Background: an optimization exercise with open tools, aiming at small area, a short achievable clock period and few clock cycles. Do not read the settings as production practice. At most, simulation tests tie the RTL to the original design; equivalence was not proved. Power is estimated from default activity; no workload was simulated.

## tcp_timestamp_option_finder
module tcp_timestamp_option_finder
(
  input  logic        clk,
  input  logic        rst,
  input  logic        in_valid,
  output logic        in_ready,
  input  logic [7:0]  data_byte,
  input  logic        first_byte,
  input  logic        last_byte,
  input  logic [15:0] total_length,
  output logic        out_valid,
  input  logic        out_ready,
  output logic        found,
  output logic [7:0]  option_kind,
  output logic [7:0]  option_length,
  output logic [31:0] ts_value,
  output logic [31:0] ts_echo
);
Size: about 530 cells after synthesis, roughly 120 flip-flops, ~5100 um^2 of cells after synthesis.
==> module tcp_timestamp_option_finder, before the edit <==
module tcp_timestamp_option_finder
(
  input  logic        clk,
  input  logic        rst,
  input  logic        in_valid,
  output logic        in_ready,
  input  logic [7:0]  data_byte,
  input  logic        first_byte,
  input  logic        last_byte,
  input  logic [15:0] total_length,
  output logic        out_valid,
  input  logic        out_ready,
  output logic        found,
  output logic [7:0]  option_kind,
  output logic [7:0]  option_length,
  output logic [31:0] ts_value,
  output logic [31:0] ts_echo
);
  function automatic logic sum_gt(input logic [15:0] a, input logic [7:0] x,
                                  input logic [15:0] l);
    logic [15:0] xs;
    logic [15:0] s;
    logic [15:0] k;
    logic [15:0] b;
    logic [15:0] g;
    logic [15:0] pr;
    xs = {8'd0, x};
    s  = a ^ xs ^ ~l;
    k  = (a & xs) | (a & ~l) | (xs & ~l);
    b  = {k[14:0], 1'b0};
    g  = s & b;
    pr = s | b;
    for (int w = 1; w < 16; w = w * 2) begin
      for (int i = 0; i < 16; i++) begin
        if (i % (2 * w) == 2 * w - 1) begin
          g[i]  = g[i] | (pr[i] & g[i - w]);
          pr[i] = pr[i] & pr[i - w];
        end
      end
    end
    sum_gt = k[15] | g[15];
  endfunction
  logic        fv;
  logic [7:0]  fd;
  logic        ff;
  logic        fl;
  logic        ffail;      
  logic [15:0] pos9;       
  logic        pos_ovf;    
  logic [7:0]  cnt;
  logic        czero;      
  logic        st_len;     
  logic        st_cap;     
  logic        st_done;    
  logic [71:0] res;        
  logic        take;
  logic        in_le1;
  logic [7:0]  in_x;
  logic        in_fail;
  logic [16:0] p_inc;
  logic        go;
  logic        harmless;
  logic        e_len, e_cap, e_done, e_wait, e_czero;
  logic        d_le1, d_is8, d_is0;
  logic [7:0]  c;
  logic [7:0]  fx;
  logic        at_start;
  logic        hit, miss, settle;
  logic        len_n, cap_n, done_n, czero_n;
  logic [7:0]  cnt_n;
  logic        res_shift, res_hold;
  logic        fv_n, out_valid_n, settled_n, harmless_n;
  assign take   = in_valid && in_ready;
  assign in_le1 = data_byte[7:1] == 7'd0;
  assign in_x   = {data_byte[7:2], data_byte[1] | in_le1, data_byte[0] && !in_le1};
  assign in_fail = first_byte ? sum_gt(16'd9, in_x, total_length)
                              : (pos_ovf || sum_gt(pos9, in_x, total_length));
  assign p_inc  = {1'b0, pos9} + 17'd1;
  assign harmless = (st_done && !ff) || (ff && !fl);
  assign go       = fv && (!out_valid || harmless);
  assign e_len   = !ff && st_len;
  assign e_cap   = !ff && st_cap;
  assign e_done  = !ff && st_done;
  assign e_wait  = ff || !(st_len || st_cap || st_done);
  assign e_czero = !ff && czero;
  assign c       = ff ? 8'd20 : cnt;
  assign d_le1   = fd[7:1] == 7'd0;
  assign d_is8   = fd == 8'd8;
  assign d_is0   = fd == 8'd0;
  assign fx      = {fd[7:2], fd[1] | d_le1, fd[0] && !d_le1};
  assign at_start = e_wait && e_czero;
  always_comb begin
    hit     = e_cap && e_czero;
    miss    = (at_start && d_le1 && ffail) || (e_len && (d_is0 || ffail));
    len_n   = at_start && !d_le1 && !d_is8;
    cap_n   = (at_start && d_is8) || (e_cap && !e_czero);
    if (e_len)                  cnt_n = fx - 8'd2;
    else if (at_start && d_is8) cnt_n = 8'd8;
    else if (at_start)          cnt_n = 8'd0;
    else                        cnt_n = c - 8'd1;
    if (e_len)                  czero_n = fd[7:2] == 6'd0 && !(fd[1] && fd[0]);   
    else if (at_start)          czero_n = !d_is8;
    else                        czero_n = !ff && cnt == 8'd1;
    if (!e_done && !hit && fl) miss = 1'b1;
  end
  assign settle = (hit || miss) && !e_done;
  assign done_n = e_done || settle;
  assign res_shift = fv && !out_valid && e_cap && (!fl || czero);
  assign res_hold  = !(fv && !out_valid);
  assign fv_n        = take || (fv && !go);
  assign out_valid_n = (go && settle) || (out_valid && !out_ready);
  assign settled_n   = go ? done_n : st_done;
  assign harmless_n  = take ? ((settled_n && !first_byte) || (first_byte && !last_byte))
                            : ((settled_n && !ff) || (ff && !fl));
  always_ff @(posedge clk) begin
    if (rst) begin
      fv        <= 1'b0;
      in_ready  <= 1'b1;
      pos9      <= 16'd9;
      pos_ovf   <= 1'b0;
      cnt       <= 8'd20;
      czero     <= 1'b0;
      st_len    <= 1'b0;
      st_cap    <= 1'b0;
      st_done   <= 1'b0;
      out_valid <= 1'b0;
    end else begin
      fv        <= fv_n;
      in_ready  <= !fv_n || !out_valid_n || harmless_n;
      out_valid <= out_valid_n;
      if (take) begin
        pos9    <= first_byte ? 16'd10 : p_inc[15:0];
        pos_ovf <= !first_byte && (pos_ovf || p_inc[16]);
      end
      if (go) begin
        cnt     <= cnt_n;
        czero   <= czero_n;
        st_len  <= len_n && !done_n;
        st_cap  <= cap_n && !done_n;
        st_done <= done_n;
      end
    end
  end
  always_ff @(posedge clk) begin
    if (take) begin
      fd    <= data_byte;
      ff    <= first_byte;
      fl    <= last_byte;
      ffail <= in_fail;
    end
    res <= ({72{res_shift}} & {res[63:0], fd}) | ({72{res_hold}} & res);
    if (go && settle) found <= hit;
  end
  assign option_kind   = {4'd0, found, 3'd0};
  assign option_length = res[71:64];
  assign ts_value      = res[63:32];
  assign ts_echo       = res[31:0];
endmodule
clock: 6.0 ns
lec_check: 0
cap_margin: 20
core_margin: 2
core_utilization: 40
cts_buf_list: sky130_fd_sc_hd__clkbuf_8
place_density: 0.6
slew_margin: 20
standard.sh (not shown) runs the stock make flow with config.mk's settings and CLKGATE_MAP_FILE= SYNTH_SCRIPT=/design/flow/synth_recipe.tcl, a recipe that flattens the netlist after the stock synthesis.
==> flow/flow/run.sh <==
#!/bin/bash
# Layout flow: the standard ORFS flow with two changes.
# - Synthesis leaves adders to abc (no ADDER_MAP_FILE): the design's only arithmetic is a
#   bound check written as a carry tree and two counters, which abc maps faster than the
#   full-adder cells. Registers are mapped exactly as in the standard synthesis.
# - The port buffers that placement inserts are plain sky130_fd_sc_hd__buf_1 cells (ORFS
#   otherwise picks a delay buffer).
# Every ORFS step keeps its own log under orfs/logs/; make's output goes to standard.log.
set -euo pipefail
cd "$(dirname "$0")/.."
export ADDER_MAP_FILE=
export BUFFER_PORTS_ARGS="-buffer_cell sky130_fd_sc_hd__buf_1"
bash standard.sh > standard.log 2>&1
Change:
--- a/flow/design.v
+++ b/flow/design.v
@@ -93,11 +93,10 @@
   logic        st_cap;     
   logic        st_done;    
   logic [71:0] res;        
   logic        take;
   logic        in_le1;
-  logic [7:0]  in_x;
   logic        in_fail;
   logic [16:0] p_inc;
   logic        go;
   logic        harmless;
   logic        e_len, e_cap, e_done, e_wait, e_czero;
@@ -110,13 +109,14 @@
   logic [7:0]  cnt_n;
   logic        res_shift, res_hold;
   logic        fv_n, out_valid_n, settled_n, harmless_n;
   assign take   = in_valid && in_ready;
   assign in_le1 = data_byte[7:1] == 7'd0;
-  assign in_x   = {data_byte[7:2], data_byte[1] | in_le1, data_byte[0] && !in_le1};
-  assign in_fail = first_byte ? sum_gt(16'd9, in_x, total_length)
-                              : (pos_ovf || sum_gt(pos9, in_x, total_length));
+  assign in_fail = first_byte ? (in_le1 ? sum_gt(16'd9, 8'd2, total_length)
+                                        : sum_gt(16'd9, data_byte, total_length))
+                              : (pos_ovf || (in_le1 ? sum_gt(pos9, 8'd2, total_length)
+                                                    : sum_gt(pos9, data_byte, total_length)));
   assign p_inc  = {1'b0, pos9} + 17'd1;
   assign harmless = (st_done && !ff) || (ff && !fl);
   assign go       = fv && (!out_valid || harmless);
   assign e_len   = !ff && st_len;
   assign e_cap   = !ff && st_cap;
Outcome: Die area came out higher by about 5%; clock skew hardly moves; wire length came out higher by 9.8%; worst setup slack loses 0.087 ns; non-clock buffer count is unchanged; total power came out lower by 1.4%; area after synthesis came out higher by about 5%; design area came out higher by 4.0%.
No functional check of the RTL was part of any run of this note.

---

The RTL this note starts from:
==> flow/design.v <==
`timescale 1ns / 1ps
package tsf_pkg;
  localparam logic [15:0] HEADER_BYTES  = 16'd20;
  localparam logic [7:0]  TS_KIND       = 8'd8;
  localparam int          MIN_REMAIN    = 10;
  localparam logic [3:0]  TS_LAST_INDEX = 4'd9;
  localparam logic [3:0]  TS_VALUE_END  = 4'd5;
  localparam logic [15:0] POS_MAX       = 16'hFFFF;
  localparam logic [16:0] KIND_GAP = 17'(1 + MIN_REMAIN);
  localparam logic [16:0] LEN_GAP  = 17'(MIN_REMAIN - 1);
  localparam int QUEUE_DEPTH = 4;
  localparam int QUEUE_AW    = $clog2(QUEUE_DEPTH);
  typedef enum logic [1:0] {
    PH_WAIT,
    PH_LEN,
    PH_CAPTURE
  } phase_t;
  typedef enum logic [1:0] {
    OUT_NONE,
    OUT_MISS,
    OUT_HIT
  } outcome_t;
  typedef struct packed {
    logic [7:0]  data;
    logic        first;
    logic        last;
    logic [15:0] total_length;
    logic [15:0] pos;
    logic [16:0] pos_len;
    logic        kind_fail;
  } beat_t;
  typedef struct packed {
    logic        found;
    logic [7:0]  option_kind;
    logic [7:0]  option_length;
    logic [31:0] ts_value;
    logic [31:0] ts_echo;
  } result_t;
endpackage
`timescale 1ns / 1ps
module tsf_len_rows
(
  input  logic [15:0] a,
  input  logic [7:0]  d,
  input  logic [15:0] l,
  output logic        k15,
  output logic        ghi,
  output logic        phi,
  output logic        loa,
  output logic        lob
);
  always_comb begin
    logic [15:0] xs;
    logic [15:0] s;
    logic [15:0] k;
    logic [15:0] b;
    logic [15:0] g;
    logic [15:0] pr;
    logic [6:0]  g1, p1;
    logic [3:0]  g2, p2;
    logic [1:0]  g3, p3;
    logic [2:0]  xa, xb;
    logic [2:0]  sa, sb, ka, kb, ba, bb;
    xs = {8'd0, d};
    s  = a ^ xs ^ ~l;
    k  = (a & xs) | (a & ~l) | (xs & ~l);
    b  = {k[14:0], 1'b0};
    g  = s & b;
    pr = s | b;
    for (int m = 0; m < 6; m++) begin
      g1[m] = g[2*m + 4] | (pr[2*m + 4] & g[2*m + 3]);
      p1[m] = pr[2*m + 4] & pr[2*m + 3];
    end
    g1[6] = g[15];
    p1[6] = pr[15];
    for (int m = 0; m < 3; m++) begin
      g2[m] = g1[2*m + 1] | (p1[2*m + 1] & g1[2*m]);
      p2[m] = p1[2*m + 1] & p1[2*m];
    end
    g2[3] = g1[6];
    p2[3] = p1[6];
    for (int m = 0; m < 2; m++) begin
      g3[m] = g2[2*m + 1] | (p2[2*m + 1] & g2[2*m]);
      p3[m] = p2[2*m + 1] & p2[2*m];
    end
    k15 = k[15];
    ghi = g3[1] | (p3[1] & g3[0]);
    phi = p3[1] & p3[0];
    xa  = d[2:0];
    xb  = {d[2], 2'b10};
    sa  = a[2:0] ^ xa ^ ~l[2:0];
    sb  = a[2:0] ^ xb ^ ~l[2:0];
    ka  = (a[2:0] & xa) | (a[2:0] & ~l[2:0]) | (xa & ~l[2:0]);
    kb  = (a[2:0] & xb) | (a[2:0] & ~l[2:0]) | (xb & ~l[2:0]);
    ba  = {ka[1:0], 1'b0};
    bb  = {kb[1:0], 1'b0};
    loa = (sa[2] & ba[2]) | ((sa[2] | ba[2]) & ((sa[1] & ba[1]) | ((sa[1] | ba[1]) & sa[0] & ba[0])));
    lob = (sb[2] & bb[2]) | ((sb[2] | bb[2]) & ((sb[1] & bb[1]) | ((sb[1] | bb[1]) & sb[0] & bb[0])));
  end
endmodule
module tsf_pos_next
(
  input  logic        take,
  input  logic        first,
  input  logic [15:0] pos9,
  input  logic        pos_ovf,
  input  logic [16:0] inc,
  output logic [15:0] pos9_n,
  output logic        pos_ovf_n
);
  assign pos9_n    = !take ? pos9    : first ? 16'd10 : inc[15:0];
  assign pos_ovf_n = !take ? pos_ovf : !first && (pos_ovf || inc[16]);
endmodule
`timescale 1ns / 1ps
module tcp_timestamp_option_finder
(
  input  logic        clk,
  input  logic        rst,
  input  logic        in_valid,
  output logic        in_ready,
  input  logic [7:0]  data_byte,
  input  logic        first_byte,
  input  logic        last_byte,
  input  logic [15:0] total_length,
  output logic        out_valid,
  input  logic        out_ready,
  output logic        found,
  output logic [7:0]  option_kind,
  output logic [7:0]  option_length,
  output logic [31:0] ts_value,
  output logic [31:0] ts_echo
);
  logic        fv;
  logic [7:0]  fd;
  logic        ff;
  logic        fl;
  logic        fk;
  logic        fphi;
  logic        floa;
  logic        flob;
  logic [15:0] pos9;       
  logic        pos_ovf;    
  logic [7:0]  cnt;
  logic        czero;      
  logic        st_len;     
  logic        st_cap;     
  logic        st_done;    
  logic [71:0] res;        
  logic        take;
  logic        ffaild, ffail2;
  logic [16:0] p_inc;
  logic        len_k15, len_ghi, len_phi, len_loa, len_lob;
  logic [15:0] pos9_n;
  logic        pos_ovf_n;
  logic        go;
  logic        harmless;
  logic        e_len, e_cap, e_done, e_wait, e_czero;
  logic        d_le1, d_is8, d_is0;
  logic [7:0]  c;
  logic [7:0]  fx;
  logic        at_start;
  logic        hit, miss, settle;
  logic        len_n, cap_n, done_n, czero_n;
  logic [7:0]  cnt_n;
  logic        res_shift, res_hold;
  logic        fv_n, out_valid_n, settled0, ready_take;
  assign take   = in_valid && in_ready;
  tsf_len_rows u_len_rows (
    .a   (pos9),
    .d   (data_byte),
    .l   (total_length),
    .k15 (len_k15),
    .ghi (len_ghi),
    .phi (len_phi),
    .loa (len_loa),
    .lob (len_lob)
  );
  assign ffaild = fk || (fphi && floa);
  assign ffail2 = fk || (fphi && flob);
  tsf_pos_next u_pos_next (
    .take      (take),
    .first     (first_byte),
    .pos9      (pos9),
    .pos_ovf   (pos_ovf),
    .inc       (p_inc),
    .pos9_n    (pos9_n),
    .pos_ovf_n (pos_ovf_n)
  );
  assign p_inc  = {1'b0, pos9} + 17'd1;
  assign harmless = (st_done && !ff) || (ff && !fl);
  assign go       = fv && (!out_valid || harmless);
  assign e_len   = !ff && st_len;
  assign e_cap   = !ff && st_cap;
  assign e_done  = !ff && st_done;
  assign e_wait  = ff || !(st_len || st_cap || st_done);
  assign e_czero = !ff && czero;
  assign c       = ff ? 8'd20 : cnt;
  assign d_le1   = fd[7:1] == 7'd0;
  assign d_is8   = fd == 8'd8;
  assign d_is0   = fd == 8'd0;
  assign fx      = {fd[7:2], fd[1] | d_le1, fd[0] && !d_le1};
  assign at_start = e_wait && e_czero;
  always_comb begin
    hit     = e_cap && e_czero;
    miss    = (at_start && d_le1 && ffail2) ||
              (e_len && (d_is0 || (d_le1 ? ffail2 : ffaild)));
    len_n   = at_start && !d_le1 && !d_is8;
    cap_n   = (at_start && d_is8) || (e_cap && !e_czero);
    if (e_len)                  cnt_n = fx - 8'd2;
    else if (at_start && d_is8) cnt_n = 8'd8;
    else if (at_start)          cnt_n = 8'd0;
    else                        cnt_n = c - 8'd1;
    if (e_len)                  czero_n = fd[7:2] == 6'd0 && !(fd[1] && fd[0]);   
    else if (at_start)          czero_n = !d_is8;
    else                        czero_n = !ff && cnt == 8'd1;
    if (!e_done && !hit && fl) miss = 1'b1;
  end
  assign settle = (hit || miss) && !e_done;
  assign done_n = e_done || settle;
  assign res_shift = fv && !out_valid && e_cap && (!fl || czero);
  assign res_hold  = !(fv && !out_valid);
  assign fv_n        = take || (fv && !go);
  assign out_valid_n = (go && settle) || (out_valid && !out_ready);
  assign settled0    = st_done && !(go && ff);
  assign ready_take  = (!(out_valid && !out_ready) || (settled0 && !first_byte) ||
                        (first_byte && !last_byte)) && !(first_byte && last_byte);
  always_ff @(posedge clk) begin
    if (rst) begin
      fv        <= 1'b0;
      in_ready  <= 1'b1;
      pos9      <= 16'd9;
      pos_ovf   <= 1'b0;
      cnt       <= 8'd20;
      czero     <= 1'b0;
      st_len    <= 1'b0;
      st_cap    <= 1'b0;
      st_done   <= 1'b0;
      out_valid <= 1'b0;
    end else begin
      fv        <= fv_n;
      in_ready  <= take ? ready_take : (!(fv && !go) || out_ready);
      out_valid <= out_valid_n;
      pos9      <= pos9_n;
      pos_ovf   <= pos_ovf_n;
      if (go) begin
        cnt     <= cnt_n;
        czero   <= czero_n;
        st_len  <= len_n && !done_n;
        st_cap  <= cap_n && !done_n;
        st_done <= done_n;
      end
    end
  end
  always_ff @(posedge clk) begin
    if (take) begin
      fd    <= data_byte;
      ff    <= first_byte;
      fl    <= last_byte;
      fk    <= pos_ovf || len_k15 || len_ghi;
      fphi  <= len_phi;
      floa  <= len_loa;
      flob  <= len_lob;
    end
    res <= ({72{res_shift}} & {res[63:0], fd}) | ({72{res_hold}} & res);
    if (go && settle) found <= hit;
  end
  assign option_kind   = {4'd0, found, 3'd0};
  assign option_length = res[71:64];
  assign ts_value      = res[63:32];
  assign ts_echo       = res[31:0];
endmodule
clock: 6.0 ns
lec_check: 0
cap_margin: 20
core_margin: 2
core_utilization: 60
cts_buf_list: sky130_fd_sc_hd__clkbuf_8
place_density: 0.75
setup_slack_margin: 3.75
slew_margin: 20
Scripts as last shown in full above: flow/flow/run.sh
Testbench counts at the start, summed over its fixed seeds: cycles 24,217.
Rerun with:
--- a/flow/design.v
+++ b/flow/design.v
@@ -191,31 +191,31 @@
   assign go       = fv && (!out_valid || harmless);
   assign e_len   = !ff && st_len;
   assign e_cap   = !ff && st_cap;
   assign e_done  = !ff && st_done;
   assign e_wait  = ff || !(st_len || st_cap || st_done);
   assign e_czero = !ff && czero;
-  assign c       = ff ? 8'd20 : cnt;
+  assign c       = ff ? 8'd22 : cnt;
   assign d_le1   = fd[7:1] == 7'd0;
   assign d_is8   = fd == 8'd8;
   assign d_is0   = fd == 8'd0;
   assign fx      = {fd[7:2], fd[1] | d_le1, fd[0] && !d_le1};
   assign at_start = e_wait && e_czero;
   always_comb begin
     hit     = e_cap && e_czero;
     miss    = (at_start && d_le1 && ffail2) ||
               (e_len && (d_is0 || (d_le1 ? ffail2 : ffaild)));
     len_n   = at_start && !d_le1 && !d_is8;
     cap_n   = (at_start && d_is8) || (e_cap && !e_czero);
-    if (e_len)                  cnt_n = fx - 8'd2;
-    else if (at_start && d_is8) cnt_n = 8'd8;
-    else if (at_start)          cnt_n = 8'd0;
+    if (e_len)                  cnt_n = fx;
+    else if (at_start && d_is8) cnt_n = 8'd10;
+    else if (at_start)          cnt_n = 8'd2;
     else                        cnt_n = c - 8'd1;
     if (e_len)                  czero_n = fd[7:2] == 6'd0 && !(fd[1] && fd[0]);   
     else if (at_start)          czero_n = !d_is8;
-    else                        czero_n = !ff && cnt == 8'd1;
+    else                        czero_n = !ff && cnt == 8'd3;
     if (!e_done && !hit && fl) miss = 1'b1;
   end
   assign settle = (hit || miss) && !e_done;
   assign done_n = e_done || settle;
   assign res_shift = fv && !out_valid && e_cap && (!fl || czero);
   assign res_hold  = !(fv && !out_valid);
@@ -227,13 +227,13 @@
   always_ff @(posedge clk) begin
     if (rst) begin
       fv        <= 1'b0;
       in_ready  <= 1'b1;
       pos9      <= 16'd9;
       pos_ovf   <= 1'b0;
-      cnt       <= 8'd20;
+      cnt       <= 8'd22;
       czero     <= 1'b0;
       st_len    <= 1'b0;
       st_cap    <= 1'b0;
       st_done   <= 1'b0;
       out_valid <= 1'b0;
     end else begin
Result: Cell area goes up by 2.5%; count of clock-buffer cells in the layout is unchanged; sequential cell count stays the same; power grows by 7.2%; setup slack gets worse by 0.11 ns; via count rises by 0.79%; register-to-register slack gets worse by 0.07 ns; utilization is higher by 1.8 points.
Only the layout flow was run in the second run of this note; the RTL was not checked for function there.

## afterwards: timing with drivers on the ports
In the flow no input, the clock included, has a driving cell. The finished layouts below were timed again as built, in two steps.
Step 1, drivers: a clkbuf_16 drives clk and a buf_2 each remaining input, both assumed.
Step 2 moves the port delays by t, midway between the first and last clock arrival at a register: inputs arrive t later, outputs are due t later. That takes back most of the time a late clock gives input paths.
Three values: no drivers, after step 1, after step 2; two values: the first two.
run	t, ns	slack for setup (ns)	worst setup path at the end	worst slew at a driven data input, ns
the first run of note 1	0.464	3.227 / 3.242 / 2.779	input to register	0.03
the second run of note 1	0.463	3.140 / 3.151 / 2.688	input to register	0.05
the first run of note 2	0.442	3.799 / 3.782 / 3.368	input to register	0.03
the second run of note 2	0.456	3.685 / 3.698 / 3.242	input to register	0.04
After both steps setup and hold are still met in every run listed. For the second run of note 1, which loses most, drivers alone change the setup slack by +0.011 ns; drivers and shift together by -0.452 ns.
